This is an optimization exercise on Yosys and OpenROAD, whose aim is small area, a short achievable clock period and few clock cycles per item, not a production implementation. At most, simulation tests tie the RTL to the original design; equivalence was not proved. No functional check of the RTL was part of runs 4 to 6.

==> design.v <==
`default_nettype none
package srpg_pkg;
    localparam int DIV_FRAC_BITS_DEF = 4;
    localparam int CLK_W             = 28;
    localparam int DIVISOR_W         = 32;
    localparam int DIV_INT_MAX       = 255;
    localparam int WRAP_MIN          = 10;
    localparam int WRAP_MAX          = 65535;
    typedef enum logic [1:0] {
        OP_START = 2'd0,
        OP_TICK  = 2'd1,
        OP_STOP  = 2'd2
    } opcode_t;
    typedef enum logic [1:0] {
        REG_MAX_RATE      = 2'd0,
        REG_RAMP_STEP     = 2'd1,
        REG_RAMP_INTERVAL = 2'd2,
        REG_SYS_CLOCK     = 2'd3
    } reg_index_t;
    typedef struct packed {
        logic        forward;
        logic [15:0] requested_rate;
        logic [31:0] now_ms;
        logic [1:0]  opcode;
    } item_t;
    typedef struct packed {
        logic [15:0] max_rate;
        logic [15:0] ramp_step;
        logic [15:0] ramp_interval_ms;
    } ramp_cfg_t;
    typedef struct packed {
        logic [15:0] rate;
        logic        direction;
        logic        reprog;
    } ramp_status_t;
endpackage
`default_nettype wire
`default_nettype none
`default_nettype wire
`default_nettype none
`default_nettype wire
`default_nettype none
module stepper_ramp_pwm_rate_generator_top (
    input  wire logic        clk,
    input  wire logic        rst_n,
    input  wire logic        cfg_we,
    input  wire logic [1:0]  cfg_addr,
    input  wire logic [27:0] cfg_wdata,
    input  wire logic        s_tvalid,
    output logic             s_tready,
    input  wire logic [55:0] s_tdata,
    output logic             m_tvalid,
    input  wire logic        m_tready,
    output logic [63:0]      m_tdata
);
    logic [15:0] max_rate_reg;
    logic [15:0] ramp_step_reg;
    logic [15:0] ramp_interval_reg;
    logic [27:0] sys_clock_reg;
    always_ff @(posedge clk or negedge rst_n)
    begin
        if (!rst_n)
        begin
            max_rate_reg      <= 16'd65535;
            ramp_step_reg     <= 16'd100;
            ramp_interval_reg <= 16'd10;
            sys_clock_reg     <= 28'd125000000;
        end
        else if (cfg_we)
        begin
            case (cfg_addr)
                2'd0:    max_rate_reg      <= cfg_wdata[15:0];
                2'd1:    ramp_step_reg     <= cfg_wdata[15:0];
                2'd2:    ramp_interval_reg <= cfg_wdata[15:0];
                default: sys_clock_reg     <= cfg_wdata;
            endcase
        end
    end
    logic [1:0]  in_op;
    logic [31:0] in_now;
    logic [15:0] in_req;
    logic        in_fwd;
    assign in_op  = s_tdata[1:0];
    assign in_now = s_tdata[33:2];
    assign in_req = s_tdata[49:34];
    assign in_fwd = s_tdata[50];
    logic        running_reg;
    logic        below_reg;    
    logic [15:0] cur_reg;
    logic [15:0] tgt_reg;
    logic [31:0] last_reg;
    logic        dir_reg;
    logic        reprog_reg;
    logic [2:0]  vis_reg;      
    logic        pre_ok;       
    logic        f_need;       
    logic        f_tick;       
    logic        f_req_lt;     
    logic        f_sc_lt;      
    logic        f_sum_ge;     
    logic        step_lt_max;
    logic [15:0] step_clamp;
    logic [16:0] sum;
    always_comb
    begin
        step_lt_max = ramp_step_reg < max_rate_reg;
        step_clamp  = step_lt_max ? ramp_step_reg : max_rate_reg;
        sum         = {1'b0, cur_reg} + {1'b0, ramp_step_reg};
    end
    logic accept;
    always_ff @(posedge clk or negedge rst_n)
    begin
        if (!rst_n)
            vis_reg <= '0;
        else if (s_tvalid && !accept)
            vis_reg <= (vis_reg == 3'd5) ? vis_reg : vis_reg + 3'd1;
        else
            vis_reg <= '0;
    end
    assign pre_ok = (vis_reg != 3'd0);
    logic [7:0]  el_reg;
    logic        el_bw_reg;
    logic        el_ge_reg;
    logic        el_sg_reg;
    logic [8:0]  el_c;
    logic [7:0]  el_now;
    logic [7:0]  el_last;
    logic [7:0]  el_a;
    logic [7:0]  el_b;
    logic        el_cin;
    logic [8:0]  el_ge_c;
    always_comb
    begin
        case (vis_reg[1:0])
            2'd0:    begin el_now = in_now[7:0];   el_last = last_reg[7:0];   end
            2'd1:    begin el_now = in_now[15:8];  el_last = last_reg[15:8];  end
            2'd2:    begin el_now = in_now[23:16]; el_last = last_reg[23:16]; end
            default: begin el_now = in_now[31:24]; el_last = last_reg[31:24]; end
        endcase
        el_c = {1'b0, el_now} - {1'b0, el_last} - {8'd0, el_bw_reg && (vis_reg != 3'd0)};
        el_a   = (vis_reg == 3'd4) ? {1'b0, el_reg[6:0]} : el_reg;
        el_b   = (vis_reg == 3'd1) ? ramp_interval_reg[7:0]
               : (vis_reg == 3'd2) ? ramp_interval_reg[15:8] : 8'd0;
        el_cin = (vis_reg == 3'd1) ? 1'b1 : el_ge_reg;
        el_ge_c = {1'b0, el_a} + {1'b0, ~el_b} + {8'd0, el_cin};
    end
    always_ff @(posedge clk)
    begin
        if (vis_reg <= 3'd3)
        begin
            el_reg    <= el_c[7:0];
            el_bw_reg <= el_c[8];
        end
        if ((vis_reg >= 3'd1) && (vis_reg <= 3'd4))
            el_ge_reg <= el_ge_c[8];
        if (vis_reg == 3'd4)
            el_sg_reg <= el_reg[7];
    end
    assign f_tick = f_need && (vis_reg == 3'd5) && el_ge_reg && !el_sg_reg;
    always_ff @(posedge clk)
    begin
        f_need    <= (in_op == 2'd1) && running_reg && below_reg;
        f_req_lt  <= in_req < max_rate_reg;
        f_sc_lt   <= step_clamp < in_req;
        f_sum_ge  <= sum >= {1'b0, tgt_reg};
    end
    logic [15:0] req_clamp;
    logic [15:0] start_rate;
    logic [15:0] tick_rate;
    logic [15:0] rate_next;
    always_comb
    begin
        req_clamp  = f_req_lt ? in_req : max_rate_reg;
        start_rate = (f_req_lt && !f_sc_lt) ? in_req : step_clamp;
        tick_rate  = f_sum_ge ? tgt_reg : sum[15:0];
        case (in_op)
            2'd0:    rate_next = start_rate;
            2'd1:    rate_next = f_tick ? tick_rate : cur_reg;
            2'd2:    rate_next = 16'd0;
            default: rate_next = cur_reg;
        endcase
    end
    logic        mwr_reg;      
    always_ff @(posedge clk or negedge rst_n)
    begin
        if (!rst_n)
            mwr_reg <= 1'b0;
        else if (cfg_we && (cfg_addr == 2'd0) && running_reg)
            mwr_reg <= 1'b1;
        else if (accept && !in_op[0])
            mwr_reg <= 1'b0;
    end
    always_ff @(posedge clk or negedge rst_n)
    begin
        if (!rst_n)
        begin
            running_reg <= 1'b0;
            below_reg   <= 1'b0;
            cur_reg     <= '0;
            tgt_reg     <= '0;
            last_reg    <= '0;
            dir_reg     <= 1'b0;
            reprog_reg  <= 1'b0;
        end
        else if (accept)
        begin
            case (in_op)
                2'd0:
                begin
                    running_reg <= 1'b1;
                    below_reg   <= f_req_lt ? f_sc_lt : step_lt_max;
                    dir_reg     <= in_fwd;
                    tgt_reg     <= req_clamp;
                    last_reg    <= in_now;
                    reprog_reg  <= 1'b1;
                end
                2'd1:
                begin
                    reprog_reg <= f_tick;
                    if (f_tick)
                    begin
                        below_reg <= !f_sum_ge;
                        last_reg  <= in_now;
                    end
                end
                2'd2:
                begin
                    running_reg <= 1'b0;
                    below_reg   <= 1'b0;
                    tgt_reg     <= '0;
                    reprog_reg  <= 1'b1;
                end
                default:
                begin
                    reprog_reg <= 1'b0;
                end
            endcase
            cur_reg <= rate_next;
        end
    end
    logic        jmp_reg;      
    logic        clp_reg;      
    logic        pl_reg;       
    logic        jump;         
    logic        load;         
    logic        z_reg;        
    logic        ov_reg;       
    logic        busy_reg;
    logic        fin_reg;
    logic [2:0]  cnt_reg;      
    logic [15:0] den_reg;
    logic [17:0] den3_reg;     
    logic [15:0] rem_reg;
    logic [27:0] quo_reg;
    logic [3:0]  nb_reg;       
    logic        hold;         
    logic [31:0] dividend;
    assign dividend = {sys_clock_reg, 4'b0000};
    logic        zero;
    logic        ovf;
    logic        fit24;
    logic        fit20;
    logic        fit16;
    always_comb
    begin
        zero  = (den_reg == 16'd0);
        ovf   = (den_reg[15:4] == 12'd0) && (sys_clock_reg[27:24] >= den_reg[3:0]);
        fit24 = (den_reg[15:8] != 8'd0) || (sys_clock_reg[27:20] < den_reg[7:0]);
        fit20 = (den_reg[15:12] != 4'd0) || (sys_clock_reg[27:16] < den_reg[11:0]);
        fit16 = (clp_reg ? max_rate_reg : sys_clock_reg[27:12]) < den_reg;
    end
    logic [15:0] rem_c;
    logic [3:0]  qb_c;
    logic [17:0] sh;
    logic [18:0] d1;
    logic [18:0] d2;
    logic [18:0] d3;
    always_comb
    begin
        rem_c = rem_reg;
        for (int i = 1; i >= 0; i--)
        begin
            sh = {rem_c, nb_reg[2*i+1], nb_reg[2*i]};
            d1 = {1'b0, sh} - {3'b000, den_reg};
            d2 = {1'b0, sh} - {2'b00, den_reg, 1'b0};
            d3 = {1'b0, sh} - {1'b0, den3_reg};
            if (!d3[18])
            begin
                qb_c[2*i+1 -: 2] = 2'd3;
                rem_c            = d3[15:0];
            end
            else if (!d2[18])
            begin
                qb_c[2*i+1 -: 2] = 2'd2;
                rem_c            = d2[15:0];
            end
            else if (!d1[18])
            begin
                qb_c[2*i+1 -: 2] = 2'd1;
                rem_c            = d1[15:0];
            end
            else
            begin
                qb_c[2*i+1 -: 2] = 2'd0;
                rem_c            = sh[15:0];
            end
        end
    end
    logic [2:0]  cnt_next;
    logic [15:0] rem_jmp;
    always_comb
    begin
        if (fit16)
        begin
            cnt_next = 3'd3;
            rem_jmp  = sys_clock_reg[27:12];
        end
        else if (fit20)
        begin
            cnt_next = 3'd4;
            rem_jmp  = {4'd0, sys_clock_reg[27:16]};
        end
        else if (fit24)
        begin
            cnt_next = 3'd5;
            rem_jmp  = {8'd0, sys_clock_reg[27:20]};
        end
        else
        begin
            cnt_next = 3'd6;
            rem_jmp  = {12'd0, sys_clock_reg[27:24]};
        end
        if (!jump)
            cnt_next = cnt_reg - 3'd1;
    end
    always_ff @(posedge clk)
    begin
        nb_reg <= dividend[{cnt_next, 2'b11} -: 4];
        if (jmp_reg)
            den3_reg <= {2'b00, den_reg} + {1'b0, den_reg, 1'b0};
        if (jump)
        begin
            rem_reg <= rem_jmp;
            quo_reg <= '0;
            z_reg   <= zero;
            ov_reg  <= ovf;
        end
        else
        begin
            rem_reg <= rem_c;
            if (!hold)
                quo_reg <= {quo_reg[23:0], qb_c};
        end
        if (load)
            den_reg <= rate_next;
        else if (clp_reg && fit16)
            den_reg <= max_rate_reg;
    end
    logic [11:0] qx;
    logic [15:0] qr;
    logic [15:0] qw;
    logic        cc;
    logic [11:0] dv;
    logic        lo;
    logic        hi;
    logic [15:0] wlow;
    logic [11:0] div_o;
    logic [15:0] wrap_o;
    always_comb
    begin
        qx    = quo_reg[27:16];
        qr    = quo_reg[15:0];
        qw    = quo_reg[19:4];
        cc    = qr >= {4'hF, ~qx};
        dv    = qx + {11'd0, cc};
        lo    = !ov_reg && (qx[11:4] == 8'd0) && !((qx[3:0] == 4'hF) && cc);
        hi    = ov_reg || (qx > 12'd4080) || ((qx == 12'd4080) && cc);
        wlow  = (qw < 16'd11) ? 16'd10 : qw - 16'd1;
        div_o = lo ? 12'd16 : (hi ? 12'd4080 : dv);
        if (lo)
            wrap_o = wlow;
        else if (hi || !cc)
            wrap_o = 16'd65535;
        else
            wrap_o = 16'd65534;
    end
    logic        mv_reg;
    logic        o_en;
    logic [11:0] o_div;
    logic [15:0] o_wrap;
    logic [15:0] o_rate;
    logic        o_dir;
    logic        o_rep;
    logic        cap;
    logic        ready_in;     
    assign ready_in = pre_ok && (!f_need || (vis_reg == 3'd5));
    assign cap      = fin_reg && (!mv_reg || m_tready);
    assign hold     = fin_reg && !cap;
    assign s_tready = ready_in && (pl_reg || (!busy_reg && !jmp_reg))
                      && !(fin_reg && mv_reg);
    assign accept   = s_tvalid && s_tready;
    assign load     = (accept && !pl_reg)
                      || (s_tvalid && ready_in && busy_reg && (cnt_reg == 3'd0) && !pl_reg);
    assign jump     = jmp_reg && !clp_reg && (!pl_reg || accept) && !hold;
    always_ff @(posedge clk or negedge rst_n)
    begin
        if (!rst_n)
        begin
            jmp_reg  <= 1'b0;
            clp_reg  <= 1'b0;
            pl_reg   <= 1'b0;
            busy_reg <= 1'b0;
            fin_reg  <= 1'b0;
            cnt_reg  <= '0;
            mv_reg   <= 1'b0;
        end
        else
        begin
            if (load)
            begin
                jmp_reg <= 1'b1;
                clp_reg <= in_op[0] && mwr_reg;
            end
            else
            begin
                if (jump)
                    jmp_reg <= 1'b0;
                clp_reg <= 1'b0;
            end
            if (load && !accept)
                pl_reg <= 1'b1;
            else if (accept)
                pl_reg <= 1'b0;
            cnt_reg <= cnt_next;
            if (cap)
                fin_reg  <= 1'b0;
            if (jump)
            begin
                busy_reg <= !(zero || ovf);
                fin_reg  <= zero || ovf;
            end
            else if (busy_reg && (cnt_reg == 3'd0))
            begin
                busy_reg <= 1'b0;
                fin_reg  <= 1'b1;
            end
            if (cap)
                mv_reg <= 1'b1;
            else if (m_tready)
                mv_reg <= 1'b0;
        end
    end
    always_ff @(posedge clk)
    begin
        if (cap)
        begin
            o_en   <= !z_reg;
            o_div  <= z_reg ? 12'd0 : div_o;
            o_wrap <= z_reg ? 16'd0 : wrap_o;
            o_rate <= cur_reg;
            o_dir  <= dir_reg;
            o_rep  <= reprog_reg;
        end
    end
    assign m_tvalid = mv_reg;
    assign m_tdata  = {2'b00, o_rep, o_dir, o_rate, o_wrap[15:1], o_wrap,
                       o_div, o_en};
endmodule
`default_nettype wire
==> run.sh <==
#!/bin/bash
# synth_recipe.tcl (not shown) runs the flow's synth.tcl, then flattens the netlist and writes it again
# the make line also repeats each setting of config.mk as NAME=value (left out here)
make -C /OpenROAD-flow-scripts/flow DESIGN_CONFIG=/design/flow/config.mk WORK_HOME=/design/flow/orfs CLKGATE_MAP_FILE= SYNTH_SCRIPT=/design/flow/synth_recipe.tcl finish
==> config.mk <==
export PLATFORM = sky130hd
export DESIGN_NAME = stepper_ramp_pwm_rate_generator_top
export DESIGN_NICKNAME = stepper_ramp_pwm_rate_generator_top
export VERILOG_FILES = /design/flow/design.v
export SDC_FILE = /design/flow/constraint.sdc
export NUM_CORES = 4
export LEC_CHECK = 0
export ABC_CLOCK_PERIOD_IN_PS = 5000
export CAP_MARGIN = 20
export CORE_MARGIN = 2
export CORE_UTILIZATION = 40
export SETUP_SLACK_MARGIN = 3.0
export SLEW_MARGIN = 20
==> constraint.sdc <==
create_clock -name core_clock -period 8.0 [get_ports {clk}]
set_input_delay 1.6000 -clock core_clock [delete_from_list [all_inputs] [get_ports {clk}]]
set_output_delay 1.6000 -clock core_clock [all_outputs]
set_load 0.01 [all_outputs]
==> results of run 1 <==
-- per-layer routing --
| layer | track usage [%] | wire, um | vias to the layer above |
|---|---|---|---|
| met5 | 0 | 0 | - |
| met1 | 31.7 | 32600 | 9877 |
| met2 | 39.4 | 34500 | 647 |
| li1 | - | - | 9638 |
| met4 | 7.96 | 2400 | 0 |
| met3 | 2.82 | 3850 | 122 |
-- metrics by stage --
step | util [%]
5_1_grt | 49.2
3_5_place_dp | 44.5
3_3_place_gp | 44.5
4_1_cts | 48.1
6_report | 49.2
2_1_floorplan | -
-- synthesized netlist by cell type, types with 21 or more instances --
master	instances	area share [%]
nand3_1	37	0.79
dfrtp_1	123	13
xnor2_1	80	3.0
mux2_2	129	6.2
xor2_1	38	1.4
inv_1	170	2.7
o211ai_1	21	0.67
mux2i_1	43	1.8
nand2b_1	25	0.66
nor2_1	130	2.1
nor3_1	39	0.83
and3_1	29	0.77
a21oi_1	170	3.6
dfstp_2	34	3.8
a211oi_1	25	0.80
edfxtp_1	94	12
clkbuf_1	77	1.2
ha_1	286	15
o31ai_1	21	0.67
a21o_1	65	2.1
dfxtp_1	52	4.4
o21a_1	43	1.4
o21ai_0	157	3.3
nand2_1	248	3.9
nor2b_1	30	0.80
-- cell families (layout without fill, tap and decap cells) --
kind of cell,Yosys count,in the layout,share of synthesized area [%]
AO/OA/AOI/OAI,699,699,19.8
AND/OR/NAND/NOR,643,645,13.0
flip-flops,303,303,33.2
adder cells (fa/ha/maj),297,297,16.1
buffers and inverters,282,504,4.92
multiplexers,179,179,8.53
XOR/XNOR,118,118,4.38
other,1,2,0.0159
-- placed cells by master (no fill, tap or decap), drive strengths merged, types with 15 or more instances in the layout --
| cell type | synthesis | layout |
|---|---|---|
| a21oi | 171 | 171 |
| a21o | 65 | 65 |
| or3 | 14 | 15 |
| and3 | 29 | 29 |
| mux2i | 43 | 43 |
| nand2b | 25 | 25 |
| dfxtp | 52 | 52 |
| mux2 | 132 | 132 |
| xnor2 | 80 | 80 |
| a31oi | 19 | 19 |
| inv | 172 | 164 |
| o21ai | 162 | 162 |
| nor2b | 30 | 30 |
| clkdlybuf4s50 | 0 | 148 |
| ha | 286 | 286 |
| nand2 | 248 | 248 |
| nor3 | 41 | 41 |
| clkbuf | 78 | 56 |
| o21a | 43 | 43 |
| nand4 | 20 | 20 |
| dfrtp | 123 | 123 |
| o211ai | 22 | 22 |
| o31ai | 22 | 22 |
| a211oi | 25 | 25 |
| edfxtp | 94 | 94 |
| buf | 30 | 114 |
| nor2 | 131 | 131 |
| xor2 | 38 | 38 |
| or2 | 16 | 17 |
| dfstp | 34 | 34 |
| nand3 | 37 | 37 |
| a222oi | 20 | 20 |
-- timing repair --
action,4_1_cts,5_1_grt
buffers inserted,51,36
setup endpoints to repair,18,22
hold endpoints to repair,0,0
gates resized for setup,97,61
pin swaps,36,34
cloned,2,1
-- layout make-up --
| cell class | count | share of cell area (%) |
|---|---|---|
| well taps | 765 | 3.36 |
| inverters | 174 | 2.42 |
| clock buffers | 56 | 3.93 |
| multi-input cells | 1940 | 54.0 |
| flip-flops and latches | 303 | 27.5 |
| clock inverters | 12 | 0.434 |
| repair buffers | 262 | 8.41 |
-- path summary, 6_finish.rpt --
| kind | start | end | slack [ns] | cells after the start |
|---|---|---|---|---|
| max | den_reg[1] | rem_reg[10] | 2.73 | 22 |
| max reg2reg | den_reg[1] | rem_reg[10] | 2.73 | 22 |
| min in group asynchronous | rst_n | last_reg[3] | 0.99 | 1 |
| min reg2reg | dir_reg | o_dir | 0.45 | 0 |
| min | dir_reg | o_dir | 0.45 | 0 |
| max in group asynchronous | rst_n | sys_clock_reg[0] | 5.90 | 2 |
==> summary.txt, run 1 <==
Die ar. ~0.061 sq mm; crit path cell chain clkinvlp_4 > ha_4 > nor2b_4 > o31a_1 > nor3_4 > nor4_4 > or2_4 > o21ai_2 > o21ai_2 > o21a_4 > ha_4 > nor2b_4 > o31a_1 > or3_4 > a31oi_4 > o22ai_4 > o41ai_4 > buf_4 > o311ai_4 > or3_4 > buf_12 > o311ai_2; Finish-stage setup viols 0; Achievable Freq 190 MHz; Hold Slack 0.446 ns; first-pass GRT wire length between 100000 and 150000 um; Layout Skew 0.0342 ns; final non-filler cell total 3512; final hold violation count 0; CP Data Required Time around 8.5 ns; Port Buf Inserts 149; Min-Delay Path Class reg2reg; largest net degree at the start of global routing 60; worst-margin pin slew approximately 1.1 ns; flops & latches, synth a little over 300; Startpoint Class flop; hold buffers post-CTS 0; register area 0.00784 sq mm; via/cell ratio roughly 5.8; Worst path slowest cell edfxtp_1; Die H 247 um; clk latency of the worst-skew pair 0.58 ns; sequential share of the synthesized area between 30 and 40%; IO Count approximately 160; Finished Cell Area 0.0285 sq mm; vias 20.3k; n_diodes 0; RSZ-0062 raised after global routing true; Worst path max stage delay 0.41 ns; HPWL Detailed 54900 um; max-cap check violation count 0; Critical Path AT 5.74 ns; post-route ant nets 0; Routability Congestion 0.930; final WL 73300 um; placed cells 3354; row count 88; P&R area growth vs syn 21.0%; Multi-input gate area between 0.015 and 0.02 sq mm; Yosys cell types 98; GRT Util Overall 23.6%; layout cell share with drive strength beyond 1 18.0%; maximum clock path buffer count 3; Worst setup EP type flop; setup tns final 0 ns; Final Net Count 3106; number of buffers and inverters on the critical path 3; core area around 0.058 sq mm; clk sinks 303; Post-route DRC 0; Synth Instances approximately 2.5k; status timing/DRC/antenna clean; Synth Flop Type dfrtp_1; fin crit period about 5.3 ns; DP Worst Slack 1.16 ns; Die X between 200 and 250 um; cell area after synthesis approximately 0.024 sq mm; Setup CP Type reg2reg; DRT Pass-1 Iters 7; max reg flops 32; number of synthesized flops with an enable pin 94; Tcrit/Tclk final 65.9%; vias in the first global route about 20k; Area after DPL 0.0258 sq mm; CTS Buf Count 37; CTS tree built; FFs w/ async S/R, synth 51.8%; initial antenna violation count 0; CTS H-tree lvls 2; max-slew violation count 0; Fill cells 5208; Slew headroom 25.1%; worst-path maximum fanout 5; synthesized area per cell 9.35 sq um; yosys warns 1; Top Family by Delay on Critical Path compound AO/OA/AOI/OAI gates; Starting DRT DRC Count between 1.5k and 2k; routed wire length per instance approximately 21 um; root buf cell clkbuf_16; initial core utilization 40.6%; Worst-path clk slew 0.05 ns; GRT overflow 0; fin worst setup slack 2.73 ns
Testbench counts, summed over its fixed seeds: cycles 10,418, items 2,000.
==> run 2: changes to the inputs <==
--- a/config.mk
+++ b/config.mk
@@ -5,9 +5,9 @@
 export SDC_FILE = /design/flow/constraint.sdc
 export NUM_CORES = 4
 export LEC_CHECK = 0
-export ABC_CLOCK_PERIOD_IN_PS = 5000
+export ABC_CLOCK_PERIOD_IN_PS = 4500
 export CAP_MARGIN = 20
 export CORE_MARGIN = 2
-export CORE_UTILIZATION = 40
-export SETUP_SLACK_MARGIN = 3.0
+export CORE_UTILIZATION = 60
+export SETUP_SLACK_MARGIN = 3.5
 export SLEW_MARGIN = 20
==> run 2 against run 1 <==
Synthesized area unchanged. Via count about the same. Clock skew down 0.021 ns. Synthesized cell count unchanged.
==> summary.txt, run 2 <==
status timing/DRC/antenna clean; most frequent cells in the layout ha_1, nand2_1, a21oi_1, inv_1, clkdlybuf4s50_1; first-pass GRT wire length between 100000 and 150000 um; Synth Flop Type dfrtp_1; crit path launch den_reg[1]; Tcrit/Tclk final 68.3%; P&R area growth vs syn 18.8%; Top Family by Delay on Critical Path compound AO/OA/AOI/OAI gates; fin worst setup slack 2.54 ns; Synth Instances ~2.5k; initial core utilization 60.8%; FFs w/ async S/R, synth 51.8%; commonest non-fill, non-tap cell in the layout ha_1; post-route ant nets 0; cell area after synthesis 0.0236 sq mm; Worst setup EP type flop; Die H around 200 um; CTS tree built; flops & latches, synth just over 300; root buf cell clkbuf_16; Routability Congestion 0.934; final WL 69200 um; Worst path slowest cell edfxtp_1; Critical Path AT 5.89 ns; worst-path maximum fanout 8; worst-margin pin slew 1.20 ns; max-slew violation count 0; RSZ-0062 raised after global routing true; Achievable Freq ~180 MHz; max-cap check violation count 0; number of buffers and inverters on the critical path 2; reg2reg start den_reg[1]; synthesized area per cell 9.35 sq um; Die ar. 0.0409 sq mm; Slew headroom 19.5%; Final Net Count 3096; CTS Buf Count 35; Fill cells 2938; layout cell share with drive strength beyond 1 17.1%; core area 0.0387 sq mm; initial antenna violation count 0; setup tns final 0 ns; routed wire length per instance ~21 um; clk sinks between 300 and 400; Setup CP Type reg2reg; Post-synth top cells ha_1, nand2_1, a21oi_1, inv_1, o21ai_0; Worst path max stage delay 0.43 ns; number of synthesized flops with an enable pin 94; Die X 202 um; vias in the first global route slightly below 20k; GRT Util Overall 32.9%; crit path cell chain clkinvlp_4 > ha_4 > nor2b_4 > o31a_1 > nor3_4 > nor4_4 > or2_4 > o21ai_1 > o21ai_2 > o21a_2 > ha_4 > nor2b_4 > o31a_1 > or3_4 > a31oi_4 > o22ai_4 > o41ai_4 > buf_4 > o31ai_1 > a32o_1 > a221oi_2 > o311ai_1; maximum clock path buffer count 3; vias 20.3k; n_diodes 0; Synth area leader ha_1; top post-synthesis cells by area ha_1, dfrtp_1, edfxtp_1, mux2_2, dfxtp_1; largest net degree at the start of global routing 94; HPWL Detailed 51100 um; most numerous cell in the Yosys netlist ha_1; final hold violation count 0; sequential share of the synthesized area around a third; clk latency of the worst-skew pair 0.56 ns; fin crit period 5.46 ns; Starting DRT DRC Count about 1.6k; hold_sp el_reg[7]; DP Worst Slack approximately 1.3 ns; Post-route DRC 0; Finish-stage setup viols 0; via/cell ratio 6.24; Layout Skew 0.0132 ns; Yosys cell types 98; GRT overflow 0; Yosys top cell area share between 10% and 20%; Worst-path clk slew around 0.06 ns; DRT Pass-1 Iters 9; IO Count 157; yosys warns 1; max reg flops 32; Startpoint Class flop; Min-Delay Path Class reg2reg; Port Buf Inserts 149; row count 72; CTS H-tree lvls 2; CP Data Required Time 8.42 ns
run 2: cell types whose count changed in the layout (fill, tap and decap cells not counted), moves of 4 or more:
cell / change
o21ai_1: +4
buf_4: -7
ha_4: -8
o21ai_2: -6
ha_1: +8
run 2: metal layers:
metal	vias to the layer above	routed length (um)	GRT usage, %
li1	9599	-	-
met1	9814	29000	41.9
met2	720	33700	57.1
met3	159	3710	3.37
met4	0	2790	14.1
met5	-	0	0
run 2: cells by family (layout without fill, tap and decap cells):
family,after synthesis,count (layout),share of synthesized area (%)
other cells,1,2,0.0159
mux,179,179,8.53
compound gates,699,699,19.8
xor+xnor,118,118,4.38
simple gates,643,644,13.0
buf+inv,282,493,4.92
flops,303,303,33.2
fa+ha+maj,297,297,16.1
run 2: layout make-up:
type	instances	area, sq um	area share [%]
Multi-Input combinational cell	1939	15200	54.3
Tap cell	518	648	2.32
Inverter	174	697	2.49
Clock buffer	54	1120	4.01
Timing Repair Buffer	255	2370	8.46
Sequential cell	303	7840	28.0
Clock inverter	10	120	0.429
run 2: path summary, 6_finish.rpt:
kind	endpoint	slack (ns)	depth (start not counted)
max	rem_reg[10]	2.54	22
min	el_sg_reg	0.44	0
max reg2reg	rem_reg[10]	2.54	22
min reg2reg	el_sg_reg	0.44	0
max in group asynchronous	sys_clock_reg[5]	5.40	2
min in group asynchronous	tgt_reg[12]	1.10	1
run 2: what timing repair did:
item	4_1_cts	5_1_grt
buffers inserted	41	41
setup endpoints to repair	22	23
resized for setup	78	56
hold buffers	0	0
cloned	1	1
hold endpoints to repair	0	0
pin swaps	33	36
run 2: metrics by stage:
stage | cells | cell area [sq um] | util (%) | hold WS, ns
floorplan | 2523 | 23700 | - | 0.418
global placement | 3105 | 25500 | 65.8 | 0.427
CTS | 3211 | 27400 | 70.8 | 0.447
global route | 3253 | 28000 | 72.3 | 0.466
finish | 3253 | 28000 | 72.3 | 0.445
detailed placement | 3105 | 25500 | 65.8 | 0.432
==> run 3: changes to the inputs <==
--- a/config.mk
+++ b/config.mk
@@ -8,6 +8,6 @@
 export ABC_CLOCK_PERIOD_IN_PS = 4500
 export CAP_MARGIN = 20
 export CORE_MARGIN = 2
-export CORE_UTILIZATION = 60
+export CORE_UTILIZATION = 40
 export SETUP_SLACK_MARGIN = 3.5
 export SLEW_MARGIN = 20
==> run 3 against run 2 <==
Critical path type unchanged. First-iteration DRC count decreased by 1.7%. Clock skew increased by 0.0099 ns. Non-clock buffer count increased by 25. Routed wire length increased by 7.2%. Still clean. Worst hold slack improved by 0.0014 ns. Setup slack improved by 0.16 ns. Cell count increased by 8.6%. Critical path depth increased by 2.
==> summary.txt, run 3 <==
Achievable Freq 188 MHz; synthesized area per cell 9.35 sq um; Most Used Layer, Global Route met2; max reg flops 32; CTS Buf Count 38; status timing/DRC/antenna clean; sequential share of the synthesized area roughly a third; M2 GR Usage between 30% and 40%; row count between 80 and 90; met3 global-route usage slightly above 3%; Tcrit/Tclk final between 60 and 70%; via/cell ratio 5.75; max-cap check violation count 0; Die X 247 um; Worst setup EP type flop; Synth Flop Type dfrtp_1; most frequent cells in the layout ha_1, nand2_1, a21oi_1, inv_1, clkdlybuf4s50_1; final hold violation count 0; P&R area growth vs syn 22.3%; Slew headroom between 20% and 30%; layout cell share with drive strength beyond 1 19.0%; GRT overflow 0; setup tns final 0 ns; cell area after synthesis 0.0236 sq mm; CTS tree built; Setup CP Type reg2reg; core area 0.0580 sq mm; Synth Instances 2522; Layout Skew 0.0231 ns; Synth area leader ha_1; CTS H-tree lvls 2; Routability Congestion between 0.9 and 1; n_diodes 0; clk latency of the worst-skew pair 0.57 ns; GRT Util Overall 23.8%; Startpoint Class flop; worst-margin pin slew 1.19 ns; Post-route DRC 0; Fill cells 5308; Die H 247 um; Post-synth top cells ha_1, nand2_1, a21oi_1, inv_1, o21ai_0; final WL approximately 74000 um; FFs w/ async S/R, synth 51.8%; RSZ-0062 raised after global routing true; initial antenna violation count 0; fin crit period 5.31 ns; Port Buf Inserts 149; Finished Cell Area 0.0288 sq mm; flops & latches, synth 303; number of synthesized flops with an enable pin 94; hold buffers post-CTS 0; largest net degree at the start of global routing 58; clk sinks a little over 300; Yosys cell types 98; first-pass GRT wire length around 110000 um; worst-path maximum fanout 8; initial core utilization between 40% and 50%; max-slew violation count 0; Starting DRT DRC Count 1535; commonest non-fill, non-tap cell in the layout ha_1; Area after DPL 0.0258 sq mm; Yosys top cell area share roughly 15%; Critical Path AT 5.74 ns; Die ar. 0.0609 sq mm; maximum clock path buffer count 3; DRT Pass-1 Iters 9; CP Data Required Time between 8 and 9 ns; top post-synthesis cells by area ha_1, dfrtp_1, edfxtp_1, mux2_2, dfxtp_1; Final Net Count 3126; post-route ant nets 0; met1 usage a little under a third; yosys warns 1; root buf cell clkbuf_16; Finish-stage setup viols 0; vias in the first global route 20.3k; IO Count 157; most numerous cell in the Yosys netlist ha_1; routed wire length per instance roughly 21 um; HPWL Detailed 55400 um; vias 20.3k; Worst-path clk slew 0.06 ns; Min-Delay Path Class reg2reg
## run 3: cells by family (layout without fill, tap and decap cells)
logic type / count (synthesis) / in the layout / synth area share (%)
AO/OA/AOI/OAI: 699 / 700 / 19.8
AND/OR/NAND/NOR: 643 / 645 / 13.0
flip-flops: 303 / 303 / 33.2
adder cells (fa/ha/maj): 297 / 297 / 16.1
buffers and inverters: 282 / 524 / 4.92
multiplexers: 179 / 179 / 8.53
XOR/XNOR: 118 / 118 / 4.38
other: 1 / 2 / 0.0159
## run 3: worst max-delay path: stages (launching register included)
cell and delay [ns]:
edfxtp_1 0.34, buf_6 0.13, ha_4 0.14, inv_2 0.04, fa_2 0.39, a21o_1 0.18
a31o_2 0.24, nand4_1 0.12, a21oi_2 0.10, or2_4 0.32, nand2_4 0.12, o21ai_2 0.05
o21a_2 0.24, ha_4 0.22, nor2b_4 0.12, o31a_1 0.32, or3_4 0.36, a31oi_4 0.26
o22ai_4 0.12, o41ai_4 0.42, buf_4 0.19, o31ai_1 0.10, a32o_1 0.28, a221oi_2 0.21
o311ai_1 0.14
## run 3: metrics by stage
step	setup slack [ns]	utilization, %	hold slack, ns	instances
floorplan	2.62	-	0.418	2523
global placement	1.33	44.5	0.429	3356
detailed placement	1.29	44.5	0.439	3356
CTS	2.77	48.7	0.446	3497
global route	2.49	49.7	0.450	3533
finish	2.69	49.7	0.446	3533
## run 3: path summary, 6_finish.rpt
check	from	end	slack, ns	cells after the start
max in group asynchronous	rst_n	clp_reg	5.87	2
hold / removal	dir_reg	o_dir	0.45	0
setup reg to reg	den_reg[0]	rem_reg[10]	2.69	24
min in group asynchronous	rst_n	last_reg[4]	0.99	1
hold reg to reg	dir_reg	o_dir	0.45	0
setup / recovery	den_reg[0]	rem_reg[10]	2.69	24
## run 3: timing repair
item	CTS	global route
gates cloned	2	2
endpoints found under the setup margin	23	22
gates resized for setup	117	56
buffers inserted	69	33
pin swaps	54	48
## run 3: area by class of cell
type | count | area (sq um) | share of cell area, %
multi-input combinational | 1941 | 15400 | 53.5
sequential | 303 | 7840 | 27.2
timing repair buffer | 280 | 2600 | 9.01
clock buffer | 60 | 1200 | 4.16
tap | 765 | 957 | 3.32
inverter | 174 | 686 | 2.38
clock inverter | 10 | 120 | 0.417
## run 3: layer usage
| metal | part of all wire [%] | vias to the layer above |
|---|---|---|
| met4 | 4.0 | 0 |
| met2 | 47 | 602 |
| met1 | 44 | 9907 |
| met3 | 5.1 | 153 |
| met5 | 0 | - |
| li1 | - | 9666 |
==> run 4: changes to the inputs <==
--- a/design.v
+++ b/design.v
@@ -113,12 +113,11 @@
         if (!rst_n)
             vis_reg <= '0;
         else if (s_tvalid && !accept)
-            vis_reg <= (vis_reg == 3'd5) ? vis_reg : vis_reg + 3'd1;
+            vis_reg <= (vis_reg == 3'd4) ? vis_reg : vis_reg + 3'd1;
         else
             vis_reg <= '0;
     end
     assign pre_ok = (vis_reg != 3'd0);
-    logic [7:0]  el_reg;
     logic        el_bw_reg;
     logic        el_ge_reg;
     logic        el_sg_reg;
@@ -137,26 +136,24 @@
             2'd2:    begin el_now = in_now[23:16]; el_last = last_reg[23:16]; end
             default: begin el_now = in_now[31:24]; el_last = last_reg[31:24]; end
         endcase
-        el_c = {1'b0, el_now} - {1'b0, el_last} - {8'd0, el_bw_reg && (vis_reg != 3'd0)};
-        el_a   = (vis_reg == 3'd4) ? {1'b0, el_reg[6:0]} : el_reg;
-        el_b   = (vis_reg == 3'd1) ? ramp_interval_reg[7:0]
-               : (vis_reg == 3'd2) ? ramp_interval_reg[15:8] : 8'd0;
-        el_cin = (vis_reg == 3'd1) ? 1'b1 : el_ge_reg;
+        el_c    = {1'b0, el_now} - {1'b0, el_last} - {8'd0, el_bw_reg && (vis_reg != 3'd0)};
+        el_a    = (vis_reg == 3'd3) ? {1'b0, el_c[6:0]} : el_c[7:0];
+        el_b    = (vis_reg == 3'd0) ? ramp_interval_reg[7:0]
+                : (vis_reg == 3'd1) ? ramp_interval_reg[15:8] : 8'd0;
+        el_cin  = (vis_reg == 3'd0) ? 1'b1 : el_ge_reg;
         el_ge_c = {1'b0, el_a} + {1'b0, ~el_b} + {8'd0, el_cin};
     end
     always_ff @(posedge clk)
     begin
         if (vis_reg <= 3'd3)
         begin
-            el_reg    <= el_c[7:0];
             el_bw_reg <= el_c[8];
-        end
-        if ((vis_reg >= 3'd1) && (vis_reg <= 3'd4))
             el_ge_reg <= el_ge_c[8];
-        if (vis_reg == 3'd4)
-            el_sg_reg <= el_reg[7];
+        end
+        if (vis_reg == 3'd3)
+            el_sg_reg <= el_c[7];
     end
-    assign f_tick = f_need && (vis_reg == 3'd5) && el_ge_reg && !el_sg_reg;
+    assign f_tick = f_need && (vis_reg == 3'd4) && el_ge_reg && !el_sg_reg;
     always_ff @(posedge clk)
     begin
         f_need    <= (in_op == 2'd1) && running_reg && below_reg;
@@ -342,8 +339,6 @@
         begin
             rem_reg <= rem_jmp;
             quo_reg <= '0;
-            z_reg   <= zero;
-            ov_reg  <= ovf;
         end
         else
         begin
@@ -351,6 +346,11 @@
             if (!hold)
                 quo_reg <= {quo_reg[23:0], qb_c};
         end
+        if (jump || zfast)
+        begin
+            z_reg   <= zero || zfast;
+            ov_reg  <= ovf;
+        end
         if (load)
             den_reg <= rate_next;
         else if (clp_reg && fit16)
@@ -393,13 +393,18 @@
     logic        o_rep;
     logic        cap;
     logic        ready_in;     
-    assign ready_in = pre_ok && (!f_need || (vis_reg == 3'd5));
+    logic        need_c;
+    logic        zero_c;
+    logic        zfast;
+    assign need_c   = (in_op == 2'd0) || ((in_op == 2'd1) && running_reg && below_reg);
+    assign zero_c   = (in_op == 2'd2) || ((in_op != 2'd0) && !f_tick && (cur_reg == 16'd0));
+    assign ready_in = !need_c || (pre_ok && (!f_need || (vis_reg == 3'd4)));
     assign cap      = fin_reg && (!mv_reg || m_tready);
     assign hold     = fin_reg && !cap;
-    assign s_tready = ready_in && (pl_reg || (!busy_reg && !jmp_reg))
-                      && !(fin_reg && mv_reg);
+    assign s_tready = ready_in && (pl_reg || (!busy_reg && !jmp_reg)) && !hold;
     assign accept   = s_tvalid && s_tready;
-    assign load     = (accept && !pl_reg)
+    assign zfast    = accept && !pl_reg && zero_c;
+    assign load     = (accept && !pl_reg && !zero_c)
                       || (s_tvalid && ready_in && busy_reg && (cnt_reg == 3'd0) && !pl_reg);
     assign jump     = jmp_reg && !clp_reg && (!pl_reg || accept) && !hold;
     always_ff @(posedge clk or negedge rst_n)
@@ -439,6 +444,8 @@
                 busy_reg <= !(zero || ovf);
                 fin_reg  <= zero || ovf;
             end
+            else if (zfast)
+                fin_reg  <= 1'b1;
             else if (busy_reg && (cnt_reg == 3'd0))
             begin
                 busy_reg <= 1'b0;
--- a/config.mk
+++ b/config.mk
@@ -5,9 +5,9 @@
 export SDC_FILE = /design/flow/constraint.sdc
 export NUM_CORES = 4
 export LEC_CHECK = 0
-export ABC_CLOCK_PERIOD_IN_PS = 4500
+export ABC_CLOCK_PERIOD_IN_PS = 5000
 export CAP_MARGIN = 20
 export CORE_MARGIN = 2
 export CORE_UTILIZATION = 40
-export SETUP_SLACK_MARGIN = 3.5
+export SETUP_SLACK_MARGIN = 3.0
 export SLEW_MARGIN = 20
==> run 4 against run 3 <==
Cell count grew 0.71%. Fmax increased by 2.2%. Routed wire length grew 2.6%. Critical path type unchanged. Core utilization decreased by 0.49 points. Still clean on timing, DRC and antenna. Clock-buffer cell count fell by 15.
==> summary.txt, run 4 <==
status timing/DRC/antenna clean; max-cap check violation count 0; hold_sp dir_reg; reg2reg start den_reg[6]; Achievable Freq just under 200 MHz; vias in the first global route 20.4k; fin worst setup slack 2.80 ns; Fill cells 5372; Die X roughly 250 um; max reg flops 32; root buf cell clkbuf_16; Finished Cell Area 0.0289 sq mm; Worst path slowest cell edfxtp_1; Area after DPL 0.0257 sq mm; routed wire length per instance between 20 and 25 um; clk latency of the worst-skew pair 0.56 ns; top post-synthesis cells by area ha_1, dfrtp_1, edfxtp_1, mux2_2, dfxtp_1; layout cell share with drive strength beyond 1 19.4%; Reg2Reg Depth 22; initial core utilization 40.2%; Finish-stage setup viols 0; Synth area leader ha_1; Yosys top cell area share between 10% and 20%; CTS Buf Count 38; crit path cell chain clkinvlp_4 > buf_4 > ha_1 > or3_4 > nand4b_4 > nand2_4 > o21ai_4 > nor2_4 > mux2_2 > mux2i_4 > buf_4 > ha_4 > nor2b_1 > o31a_1 > o21bai_4 > a21o_1 > o31a_4 > or2_4 > nor2_1 > a221o_1 > a221oi_2 > o211ai_1; CTS H-tree lvls 2; setup tns final 0 ns; Routability Congestion roughly 0.9; multiplexer area fraction after synthesis 8.75%; worst-path maximum fanout 7; first-pass GRT wire length approximately 120000 um; via/cell ratio 5.79; Synth Instances 2550; Setup CP Type reg2reg; maximum clock path buffer count 3; DRT Pass-1 Iters 8; Top cell by count, worst path buf_4; highest routed layer met4; wire length on met3 3340 um; Slew headroom 17.7%; final hold violation count 0; hold depth 0; Post-synth top cells ha_1, nand2_1, a21oi_1; Starting DRT DRC Count 1578; most numerous cell in the Yosys netlist ha_1; Startpoint Class flop; placed cells 3386; commonest non-fill, non-tap cell in the layout ha_1; synthesized area per cell 9.26 sq um; most frequent cells in the layout ha_1, nand2_1, a21oi_1, inv_1, o21ai_0; clk sinks 295; sequential share of the synthesized area 32.2%; FFs w/ async S/R, synth 53.2%; met2 wire length 37200 um; R2R Path End rem_reg[5]; Yosys cell types 104; Final Net Count 3142; final non-filler cell total 3558; RSZ-0062 raised after global routing true; number of synthesized flops with an enable pin 86; DP Worst Slack between 1.5 and 2 ns; GRT Util Overall 24.4%; Post-route DRC 0; Critical Path AT 5.61 ns; hold buffers post-CTS 0; Min-Delay Path Class reg2reg; WHS Endpoint o_dir; flops & latches, synth 295; core area 0.0587 sq mm; Die H 247 um; Port Buf Inserts ~150; cell area after synthesis 0.0236 sq mm; worst-margin pin slew 1.23 ns; HPWL Detailed 56500 um; Synth Flop Type dfrtp_1; Worst setup EP type flop; yosys warns 1; initial antenna violation count 1; IO Count 157; vias 20.6k; Die ar. ~0.06 sq mm; final WL 76100 um; CP Data Required Time 8.41 ns; Tcrit/Tclk final 64.9%; post-route ant nets 0; largest net degree at the start of global routing ~100; CTS tree built; GRT overflow 0; Simple-Gate Fraction of Synth Area 13.1%; largest family of logic cells by synthesized area compound AO/OA/AOI/OAI gates; Worst path max stage delay 0.42 ns; Adder-Cell Fraction of Synth Area between 10% and 20%; reg-to-reg slack, setup approximately 2.8 ns; max-slew violation count 0; Synth Area in Compound Gates 20.6%; XOR/XNOR Fraction of Synth Area 4.53%; Worst-path clk slew 0.06 ns; Layout Skew 0.0194 ns; fin crit period 5.20 ns; row count 89; M1 WL 32800 um; P&R area growth vs syn 22.3%
-- run 4: changes by cell type after synthesis, sizes merged, moves of 8 or more --
| cell | delta |
|---|---|
| o21ai | +12 |
| a221o | +8 |
| inv | -8 |
| nand2b | +11 |
| edfxtp | -8 |
| and3 | -11 |
| mux2i | +12 |
| a21oi | +25 |
-- run 4: critical path, delay by kind of cell, from the launching register on --
family / cells / cell delay, ns
and+or+nand+nor: 7 / 1.25
DFF: 1 / 0.42
buffers and inverters: 3 / 0.64
muxes: 2 / 0.53
adders and majority gates: 2 / 0.44
AOI/OAI and AO/OA: 8 / 1.74
-- run 4: timing repair --
item | in CTS | in global routing
gates cloned | 2 | 1
buffers inserted | 65 | 33
pin swaps | 36 | 27
gates resized for setup | 115 | 80
endpoints found under the setup margin | 54 | 40
hold endpoints to repair | 0 | 0
-- run 4: metal layers --
metal / global-route usage, % / vias up
met1: 31.4 / 10100
met3: 2.87 / 172
met4: 8.77 / 0
li1: - / 9759
met2: 42.1 / 595
met5: 0 / -
-- run 4: cell families after synthesis --
logic type                 count (synthesis)
AOI/OAI and AO/OA                        728
and+or+nand+nor                          647
adders and majority gates                296
DFF                                      295
buffers and inverters                    273
muxes                                    188
xor gates and xnor gates                 122
other                                      1
-- run 4: area by class of cell --
cell class              count  area [sq um]  share of cell area [%]
repair buffers            271          2510                    8.70
well taps                 773           967                    3.35
multi-input cells        1984         15800                    54.6
diodes                      1          2.50                 0.00867
clock buffers              45          1030                    3.57
clock inverters            24           353                    1.22
flip-flops and latches    295          7590                    26.3
inverters                 165           653                    2.26
-- run 4: how the worst max path moves through the flow --
stage	slack, ns	cells after the start	startpoint	end
2_1_floorplan	3.03	23	den_reg[1]	rem_reg[4]
3_3_place_gp	1.56	20	den_reg[1]	rem_reg[13]
3_5_place_dp	1.54	21	den_reg[1]	rem_reg[5]
4_1_cts	2.76	21	den3_reg[0]	rem_reg[11]
5_1_grt	2.62	22	den_reg[1]	rem_reg[10]
6_report	2.80	22	den_reg[6]	rem_reg[5]
-- run 4: per-stage QoR --
| stage | hold slack (ns) | util (%) |
|---|---|---|
| floorplan | 0.419 | - |
| global placement | 0.431 | 43.9 |
| detailed placement | 0.442 | 43.9 |
| CTS | 0.456 | 48.0 |
| global route | 0.470 | 49.2 |
| finish | 0.457 | 49.2 |
==> run 5: changes to the inputs <==
--- a/config.mk
+++ b/config.mk
@@ -5,9 +5,7 @@
 export SDC_FILE = /design/flow/constraint.sdc
 export NUM_CORES = 4
 export LEC_CHECK = 0
-export ABC_CLOCK_PERIOD_IN_PS = 5000
 export CAP_MARGIN = 20
 export CORE_MARGIN = 2
 export CORE_UTILIZATION = 40
-export SETUP_SLACK_MARGIN = 3.0
 export SLEW_MARGIN = 20
==> run 5 against run 4 <==
Still clean. Critical path depth down 2. Non-clock buffer count down 97. Die area unchanged. Cell count down 2.8%. Highest routed layer unchanged.
==> summary.txt, run 5 <==
fin worst setup slack between 1 and 1.5 ns; sequential share of the synthesized area 32.2%; clk latency of the worst-skew pair 0.57 ns; hold buffers post-CTS 0; reg2reg start den_reg[6]; Tcrit/Tclk final 83.4%; routed wire length per instance 21.1 um; cell area after synthesis about 0.024 sq mm; max-slew violation count 0; Synth area leader ha_1; first-pass GRT wire length 113000 um; reg-to-reg slack, setup 1.33 ns; GRT overflow 0; # Post-CTS Setup Buffers 0; final WL about 73000 um; Die H approximately 250 um; R2R Path End rem_reg[0]; Critical Path AT between 7 and 8 ns; largest net degree at the start of global routing 99; post-route ant nets 0; IO Count approximately 160; DP Worst Slack 1.38 ns; Synth Instances around 2.6k; commonest non-fill, non-tap cell in the layout ha_1; number of synthesized flops with an enable pin 86; Critical Path Sink rem_reg[0]; Startpoint Class flop; root buf cell clkbuf_16; setup tns final 0 ns; worst-margin pin slew 0.969 ns; n_diodes 0; Starting DRT DRC Count 1480; fin crit period 6.67 ns; most numerous cell in the Yosys netlist ha_1; Hold Slack 0.462 ns; Final Net Count approximately 3.0k; CTS Buf Count 38; CTS tree built; Port Buf Inserts 149; P&R area growth vs syn 14.8%; Setup CP Type reg2reg; Post-synth top cells ha_1, nand2_1, a21oi_1; Fill cells 5544; most frequent cells in the layout ha_1, nand2_1, a21oi_1, o21ai_0, inv_1; Post-route DRC 0; crit path launch den_reg[6]; top post-synthesis cells by area ha_1, dfrtp_1, edfxtp_1, mux2_2, dfxtp_1; row count 89; synthesized area per cell 9.26 sq um; Worst-path clk slew 0.06 ns; Die X 247 um; worst-path maximum fanout 15; FFs w/ async S/R, synth 53.2%; initial core utilization 40.2%; Synth Flop Type dfrtp_1; Finish-stage setup viols 0; CP Data Required Time 8.48 ns; max-cap check violation count 0; initial antenna violation count 0; core area 0.0587 sq mm; Routability Congestion roughly 0.93; clk sinks approximately 300; Yosys top cell area share 15.2%; GRT Util Overall 23.8%; # resized after CTS 0; Worst setup EP type flop; Reg2Reg Depth 20; RSZ-0062 raised after global routing false; Layout Skew roughly 0.020 ns; layout cell share with drive strength beyond 1 about 11%; Yosys cell types roughly 100; Achievable Freq ~150 MHz; Slew headroom 34.9%; max reg flops 32; CTS H-tree lvls 2; Min-Delay Path Class reg2reg; Die ar. 0.0610 sq mm; final hold violation count 0; vias 20.2k; maximum clock path buffer count 3; via/cell ratio 5.83; yosys warns 1; HPWL Detailed 56600 um; DRT Pass-1 Iters 6; vias in the first global route 20.1k; status timing/DRC/antenna clean; flops & latches, synth 295
## run 5: cell counts after synthesis
Identical to the previous run, type by type.
## run 5: through the flow
stage                     cells  cell area (sq um)  utilization [%]
after floorplan            2551              23600                -
after global placement     3389              25800             43.9
after detailed placement   3389              25800             43.9
after CTS                  3459              27100             46.1
after global routing       3460              27100             46.2
final                      3460              27100             46.2
## run 5: worst min-delay path by stage
| stage | start | endpoint | depth (start not counted) |
|---|---|---|---|
| floorplan | dir_reg | o_dir | 0 |
| global placement | dir_reg | o_dir | 0 |
| detailed placement | dir_reg | o_dir | 0 |
| CTS | dir_reg | o_dir | 0 |
| global route | dir_reg | o_dir | 0 |
| finish | reprog_reg | o_rep | 0 |
## run 5: cells by family (layout without fill, tap and decap cells)
logic type	count (synthesis)	count (layout)	synth area share (%)
simple gates	647	647	13.1
xor+xnor	122	122	4.53
fa+ha+maj	296	296	16.0
buf+inv	273	409	4.81
flops	295	295	32.2
other cells	1	2	0.0159
mux	188	188	8.75
compound gates	728	728	20.6
## run 5: layout make-up
type	instances	area (sq um)	share of cell area [%]
clock buffers	57	1160	4.26
clock inverters	13	148	0.545
inverters	165	619	2.28
multi-input cells	1983	14900	55.0
flip-flops and latches	295	7590	28.0
well taps	773	967	3.57
repair buffers	174	1700	6.27
## run 5: routing by layer
| metal | track usage, % | vias up | share of wire [%] | routed length, um |
|---|---|---|---|---|
| met2 | 41.4 | 586 | 49 | 35900 |
| met5 | 0 | - | 0 | 0 |
| li1 | - | 9554 | - | - |
| met3 | 2.60 | 140 | 4.4 | 3240 |
| met4 | 8.61 | 0 | 3.6 | 2640 |
| met1 | 30.3 | 9882 | 43 | 31300 |
## run 5: worst max-delay path, stage by stage, from the launching register on
cell	delay (ns)
edfxtp_1	0.44
inv_1	0.45
ha_1	0.30
and4_1	0.24
nand4_1	0.16
a31oi_2	0.36
a21oi_1	0.11
buf_4	0.20
nor2_1	0.44
mux2_2	0.40
mux2i_1	0.47
ha_1	0.25
nor2b_1	0.17
o31a_1	0.21
o221ai_1	0.26
o311ai_0	0.55
a31oi_1	0.18
and2_1	0.23
a31oi_4	0.55
nand2_1	0.31
a211oi_2	0.28
==> run 6: changes to the inputs <==
--- a/design.v
+++ b/design.v
@@ -192,10 +192,7 @@
         if (!rst_n)
         begin
             running_reg <= 1'b0;
-            below_reg   <= 1'b0;
             cur_reg     <= '0;
-            tgt_reg     <= '0;
-            last_reg    <= '0;
             dir_reg     <= 1'b0;
             reprog_reg  <= 1'b0;
         end
@@ -205,26 +202,16 @@
                 2'd0:
                 begin
                     running_reg <= 1'b1;
-                    below_reg   <= f_req_lt ? f_sc_lt : step_lt_max;
                     dir_reg     <= in_fwd;
-                    tgt_reg     <= req_clamp;
-                    last_reg    <= in_now;
                     reprog_reg  <= 1'b1;
                 end
                 2'd1:
                 begin
                     reprog_reg <= f_tick;
-                    if (f_tick)
-                    begin
-                        below_reg <= !f_sum_ge;
-                        last_reg  <= in_now;
-                    end
                 end
                 2'd2:
                 begin
                     running_reg <= 1'b0;
-                    below_reg   <= 1'b0;
-                    tgt_reg     <= '0;
                     reprog_reg  <= 1'b1;
                 end
                 default:
@@ -235,6 +222,20 @@
             cur_reg <= rate_next;
         end
     end
+    always_ff @(posedge clk)
+    begin
+        if (accept && (in_op == 2'd0))
+        begin
+            below_reg <= f_req_lt ? f_sc_lt : step_lt_max;
+            tgt_reg   <= req_clamp;
+            last_reg  <= in_now;
+        end
+        else if (accept && f_tick)
+        begin
+            below_reg <= !f_sum_ge;
+            last_reg  <= in_now;
+        end
+    end
     logic        jmp_reg;      
     logic        clp_reg;      
     logic        pl_reg;       
@@ -242,17 +243,25 @@
     logic        load;         
     logic        z_reg;        
     logic        ov_reg;       
+    logic        lowm_reg;     
+    logic        full_reg;     
     logic        busy_reg;
+    logic        chk_reg;      
     logic        fin_reg;
     logic [2:0]  cnt_reg;      
+    logic [2:0]  last_grp;     
     logic [15:0] den_reg;
     logic [17:0] den3_reg;     
     logic [15:0] rem_reg;
     logic [27:0] quo_reg;
     logic [3:0]  nb_reg;       
+    logic        top_f;        
+    logic        done;         
     logic        hold;         
     logic [31:0] dividend;
     assign dividend = {sys_clock_reg, 4'b0000};
+    assign last_grp = lowm_reg ? 3'd1 : (full_reg ? 3'd0 : 3'd3);
+    assign top_f    = (quo_reg[3:0] == 4'hf);
     logic        zero;
     logic        ovf;
     logic        fit24;
@@ -348,41 +357,44 @@
         end
         if (jump || zfast)
         begin
-            z_reg   <= zero || zfast;
-            ov_reg  <= ovf;
+            z_reg    <= zero || zfast;
+            ov_reg   <= ovf;
+            lowm_reg <= fit16 || fit20;
+            full_reg <= 1'b0;
         end
+        else if (chk_reg && top_f)
+            full_reg <= 1'b1;
         if (load)
             den_reg <= rate_next;
         else if (clp_reg && fit16)
             den_reg <= max_rate_reg;
     end
-    logic [11:0] qx;
-    logic [15:0] qr;
     logic [15:0] qw;
+    logic [15:0] wlow;
+    logic [11:0] qx;
     logic        cc;
-    logic [11:0] dv;
-    logic        lo;
+    logic [12:0] dv;
     logic        hi;
-    logic [15:0] wlow;
     logic [11:0] div_o;
     logic [15:0] wrap_o;
     always_comb
     begin
-        qx    = quo_reg[27:16];
-        qr    = quo_reg[15:0];
-        qw    = quo_reg[19:4];
-        cc    = qr >= {4'hF, ~qx};
-        dv    = qx + {11'd0, cc};
-        lo    = !ov_reg && (qx[11:4] == 8'd0) && !((qx[3:0] == 4'hF) && cc);
-        hi    = ov_reg || (qx > 12'd4080) || ((qx == 12'd4080) && cc);
+        qw    = quo_reg[15:0];
         wlow  = (qw < 16'd11) ? 16'd10 : qw - 16'd1;
-        div_o = lo ? 12'd16 : (hi ? 12'd4080 : dv);
-        if (lo)
+        qx    = full_reg ? quo_reg[27:16] : quo_reg[15:4];
+        cc    = full_reg && (quo_reg[11:0] >= ~qx);
+        dv    = {1'b0, qx} + {12'd0, cc};
+        hi    = ov_reg || (dv > 13'd4080);
+        if (lowm_reg)
+        begin
+            div_o  = 12'd16;
             wrap_o = wlow;
-        else if (hi || !cc)
-            wrap_o = 16'd65535;
+        end
         else
-            wrap_o = 16'd65534;
+        begin
+            div_o  = hi ? 12'd4080 : dv[11:0];
+            wrap_o = (hi || !cc) ? 16'd65535 : 16'd65534;
+        end
     end
     logic        mv_reg;
     logic        o_en;
@@ -399,13 +411,16 @@
     assign need_c   = (in_op == 2'd0) || ((in_op == 2'd1) && running_reg && below_reg);
     assign zero_c   = (in_op == 2'd2) || ((in_op != 2'd0) && !f_tick && (cur_reg == 16'd0));
     assign ready_in = !need_c || (pre_ok && (!f_need || (vis_reg == 3'd4)));
-    assign cap      = fin_reg && (!mv_reg || m_tready);
-    assign hold     = fin_reg && !cap;
-    assign s_tready = ready_in && (pl_reg || (!busy_reg && !jmp_reg)) && !hold;
+    assign done     = fin_reg || (chk_reg && !top_f);
+    assign cap      = done && (!mv_reg || m_tready);
+    assign hold     = done && !cap;
+    assign s_tready = ready_in && !hold
+                      && (pl_reg || (!busy_reg && !jmp_reg && !(chk_reg && top_f)));
     assign accept   = s_tvalid && s_tready;
     assign zfast    = accept && !pl_reg && zero_c;
     assign load     = (accept && !pl_reg && !zero_c)
-                      || (s_tvalid && ready_in && busy_reg && (cnt_reg == 3'd0) && !pl_reg);
+                      || (s_tvalid && ready_in && !pl_reg && busy_reg
+                          && (cnt_reg == last_grp) && (lowm_reg || full_reg));
     assign jump     = jmp_reg && !clp_reg && (!pl_reg || accept) && !hold;
     always_ff @(posedge clk or negedge rst_n)
     begin
@@ -415,6 +430,7 @@
             clp_reg  <= 1'b0;
             pl_reg   <= 1'b0;
             busy_reg <= 1'b0;
+            chk_reg  <= 1'b0;
             fin_reg  <= 1'b0;
             cnt_reg  <= '0;
             mv_reg   <= 1'b0;
@@ -437,8 +453,11 @@
             else if (accept)
                 pl_reg <= 1'b0;
             cnt_reg <= cnt_next;
+            chk_reg <= 1'b0;
             if (cap)
-                fin_reg  <= 1'b0;
+                fin_reg <= 1'b0;
+            else if (chk_reg && !top_f)
+                fin_reg <= 1'b1;
             if (jump)
             begin
                 busy_reg <= !(zero || ovf);
@@ -446,10 +465,15 @@
             end
             else if (zfast)
                 fin_reg  <= 1'b1;
-            else if (busy_reg && (cnt_reg == 3'd0))
+            else if (chk_reg && top_f)
+                busy_reg <= 1'b1;
+            else if (busy_reg && (cnt_reg == last_grp))
             begin
                 busy_reg <= 1'b0;
-                fin_reg  <= 1'b1;
+                if (lowm_reg || full_reg)
+                    fin_reg <= 1'b1;
+                else
+                    chk_reg <= 1'b1;
             end
             if (cap)
                 mv_reg <= 1'b1;
--- a/config.mk
+++ b/config.mk
@@ -5,7 +5,9 @@
 export SDC_FILE = /design/flow/constraint.sdc
 export NUM_CORES = 4
 export LEC_CHECK = 0
+export ABC_CLOCK_PERIOD_IN_PS = 5000
 export CAP_MARGIN = 20
 export CORE_MARGIN = 2
 export CORE_UTILIZATION = 40
+export SETUP_SLACK_MARGIN = 3.0
 export SLEW_MARGIN = 20
==> run 6 against run 5 <==
Fmax up 22%. Global-route usage decreased by 0.87 points. First-iteration DRC count is 9.8% lower. Via count shrank 0.36%. Register-to-register slack gained 1.2 ns. Non-clock buffer count up 99. Sequential share of layout area shrank 0.092 points. Critical path depth is 6 higher. Clock skew increased by 0.0018 ns. Critical path type unchanged.
==> summary.txt, run 6 <==
core area 0.0576 sq mm; CTS tree built; hold depth 0; synthesized area per cell 9.25 sq um; number of synthesized flops with an enable pin 136; most numerous cell in the Yosys netlist ha_1; Synth Instances 2515; Min-Delay Path Class reg2reg; reg-to-reg slack, setup 2.55 ns; commonest non-fill, non-tap cell in the layout ha_1; FFs w/ async S/R, synth 36.6%; row count 88; Starting DRT DRC Count between 1k and 1.5k; R2R Path End rem_reg[9]; Synth Flop Type edfxtp_1; vias in the first global route 19.7k; P&R area growth vs syn 21.9%; Startpoint Class flop; largest net degree at the start of global routing between 60 and 70; Worst path slowest cell a222oi_1; initial antenna violation count 1; Die X around 250 um; Die ar. 0.0601 sq mm; Synth area leader edfxtp_1; DRT Pass-1 Iters 9; HPWL Detailed 53100 um; Achievable Freq 183 MHz; number of buffers and inverters on the critical path 5; Post-route DRC 0; root buf cell clkbuf_16; max-slew violation count 0; fin crit period 5.45 ns; setup tns final 0 ns; Final Net Count 3104; RSZ-0062 raised after global routing true; IO Count between 150 and 200; Worst-path clk slew 0.06 ns; maximum clock path buffer count 3; flops & latches, synth roughly 300; CTS Buf Count 36; worst-path maximum fanout 5; top post-synthesis cells by area edfxtp_1, ha_1, dfrtp_1, mux2_2, dfxtp_1; Tcrit/Tclk final 68.1%; Worst path max stage delay 0.48 ns; Reg2Reg Depth 26; cell area after synthesis 0.0233 sq mm; status timing/DRC/antenna clean; Slew headroom around 31%; Setup CP Type reg2reg; Hold Slack about 0.45 ns; Yosys cell types just under 90; vias 20.1k; final hold violation count 0; via/cell ratio roughly 5.7; Post-synth top cells ha_1, nand2_1, o21ai_0; clk latency of the worst-skew pair 0.56 ns; most frequent cells in the layout ha_1, nand2_1, o21ai_0, nor2_1, a21oi_1; hold_sp dir_reg; Top Family by Delay on Critical Path compound AO/OA/AOI/OAI gates; clk sinks 298; first-pass GRT wire length 109000 um; routed wire length per instance 20.1 um; yosys warns 1; final WL 70800 um; GRT overflow 0; Finish-stage setup viols 0; Yosys top cell area share 17.5%; layout cell share with drive strength beyond 1 17.1%; CTS H-tree lvls 2; Worst setup EP type flop; initial core utilization 40.4%; worst-margin pin slew 1.03 ns; sequential share of the synthesized area 34.0%; Layout Skew 0.0213 ns; CP Data Required Time 8.41 ns; reg2reg start den_reg[2]; hold buffers post-CTS 0; Routability Congestion 0.909; GRT Util Overall a little under a quarter; Die H 245 um; Port Buf Inserts 149; max reg flops 32; Critical Path AT 5.86 ns; max-cap check violation count 0; WHS Endpoint o_dir; post-route ant nets 0
## run 6: changes by cell type after synthesis, sizes merged, moves of 11 or more
cell	delta
edfxtp	+50
dfrtp	-48
nor2	+33
mux2	-27
a21o	+25
a21oi	-19
o21ai	+16
o211ai	+13
o31ai	-12
a211oi	-11
nand2b	+11
## run 6: cells by family (layout without fill, tap and decap cells)
kind of cell | count (synthesis) | after routing | share of synthesized area (%)
AO/OA/AOI/OAI | 721 | 721 | 20.3
AND/OR/NAND/NOR | 672 | 672 | 13.5
flip-flops | 298 | 298 | 34.0
adder cells (fa/ha/maj) | 291 | 291 | 16.0
buffers and inverters | 263 | 497 | 4.66
multiplexers | 157 | 157 | 7.34
XOR/XNOR | 112 | 112 | 4.21
other | 1 | 3 | 0.0161
## run 6: final cells by class
class	instances	area, sq um
Clock inverter	21	226
Fill cell	5261	29200
Inverter	157	616
Timing Repair Buffer	273	2530
Multi-Input combinational cell	1955	15000
Clock buffer	45	1080
Timing Repair inverter	1	5.00
Antenna cell	1	2.50
Tap cell	765	957
Sequential cell	298	7920
## run 6: worst max-delay path by stage
stage	from	to	slack, ns	depth (start not counted)
after floorplan	den_reg[1]	rem_reg[0]	2.73	26
after global placement	den_reg[1]	rem_reg[9]	1.49	25
after detailed placement	den_reg[1]	rem_reg[9]	1.38	25
after CTS	den_reg[1]	rem_reg[9]	2.55	26
after global routing	den_reg[1]	rem_reg[9]	2.34	26
final	den_reg[2]	rem_reg[9]	2.55	26
## run 6: routing by layer
| layer | share of wire, % | vias to the layer above | track usage (%) | wire, um |
|---|---|---|---|---|
| met5 | 0 | - | 0 | 0 |
| met2 | 47 | 557 | 38.2 | 33000 |
| li1 | - | 9649 | - | - |
| met4 | 4.1 | 0 | 9.42 | 2910 |
| met1 | 44 | 9732 | 29.7 | 31100 |
| met3 | 5.3 | 152 | 3.33 | 3770 |
## run 6: stage by stage
| step | instance area (sq um) | utilization (%) | setup WS [ns] | instances |
|---|---|---|---|---|
| floorplan | 23400 | - | 2.73 | 2516 |
| global placement | 25600 | 44.4 | 1.49 | 3350 |
| detailed placement | 25600 | 44.4 | 1.38 | 3350 |
| CTS | 27700 | 48.1 | 2.55 | 3473 |
| global route | 28400 | 49.3 | 2.34 | 3516 |
| finish | 28400 | 49.3 | 2.55 | 3516 |
## run 6: timing repair
item,4_1_cts,5_1_grt
setup endpoints to repair,32,33
setup buffers,57,40
gates resized for setup,84,80
gates cloned,0,2
pin swaps,48,58
## run 6: worst reg2reg max path: cells and delay by family (launching register included)
family / cells / cell delay (ns)
AND/OR/NAND/NOR: 7 / 0.89
adder cells (fa/ha/maj): 2 / 0.61
AO/OA/AOI/OAI: 12 / 2.70
buffers and inverters: 5 / 0.69
flip-flops: 1 / 0.43

[separate check: timing with driven ports]
How much do the figures lean on ideal ports? The routed layouts below were timed once more, with nothing changed but the port constraints.
Step 1 sets driving cells, clkbuf_16 on the clock port and buf_2 on the other inputs (assumed; they add their load-dependent delay and slew).
Step 2 also shifts input and output timing later by t, the mid clock arrival at the registers, as if the neighbouring blocks saw the same clock.
Three values: no drivers, after step 1, after step 2; two values: the first two.
| run | t, ns | setup slack, ns | worst setup path after step 2 |
|---|---|---|---|
| run 1 | 0.628 | 2.732 / 2.732 / 2.631 | input to register |
| run 2 | 0.609 | 2.536 / 2.536 / 2.536 | register to register |
| run 3 | 0.624 | 2.692 / 2.692 / 2.692 | register to register |
| run 4 | 0.608 | 2.804 / 2.804 / 2.722 | input to register |
| run 5 | 0.618 | 1.332 / 1.332 / 1.332 | register to register |
| run 6 | 0.608 | 2.548 / 2.548 / 2.548 | register to register |
After both steps every run listed still meets setup and hold. The setup slack of run 1, which loses most, moves by 0.000 ns with the drivers and by -0.101 ns with both steps.
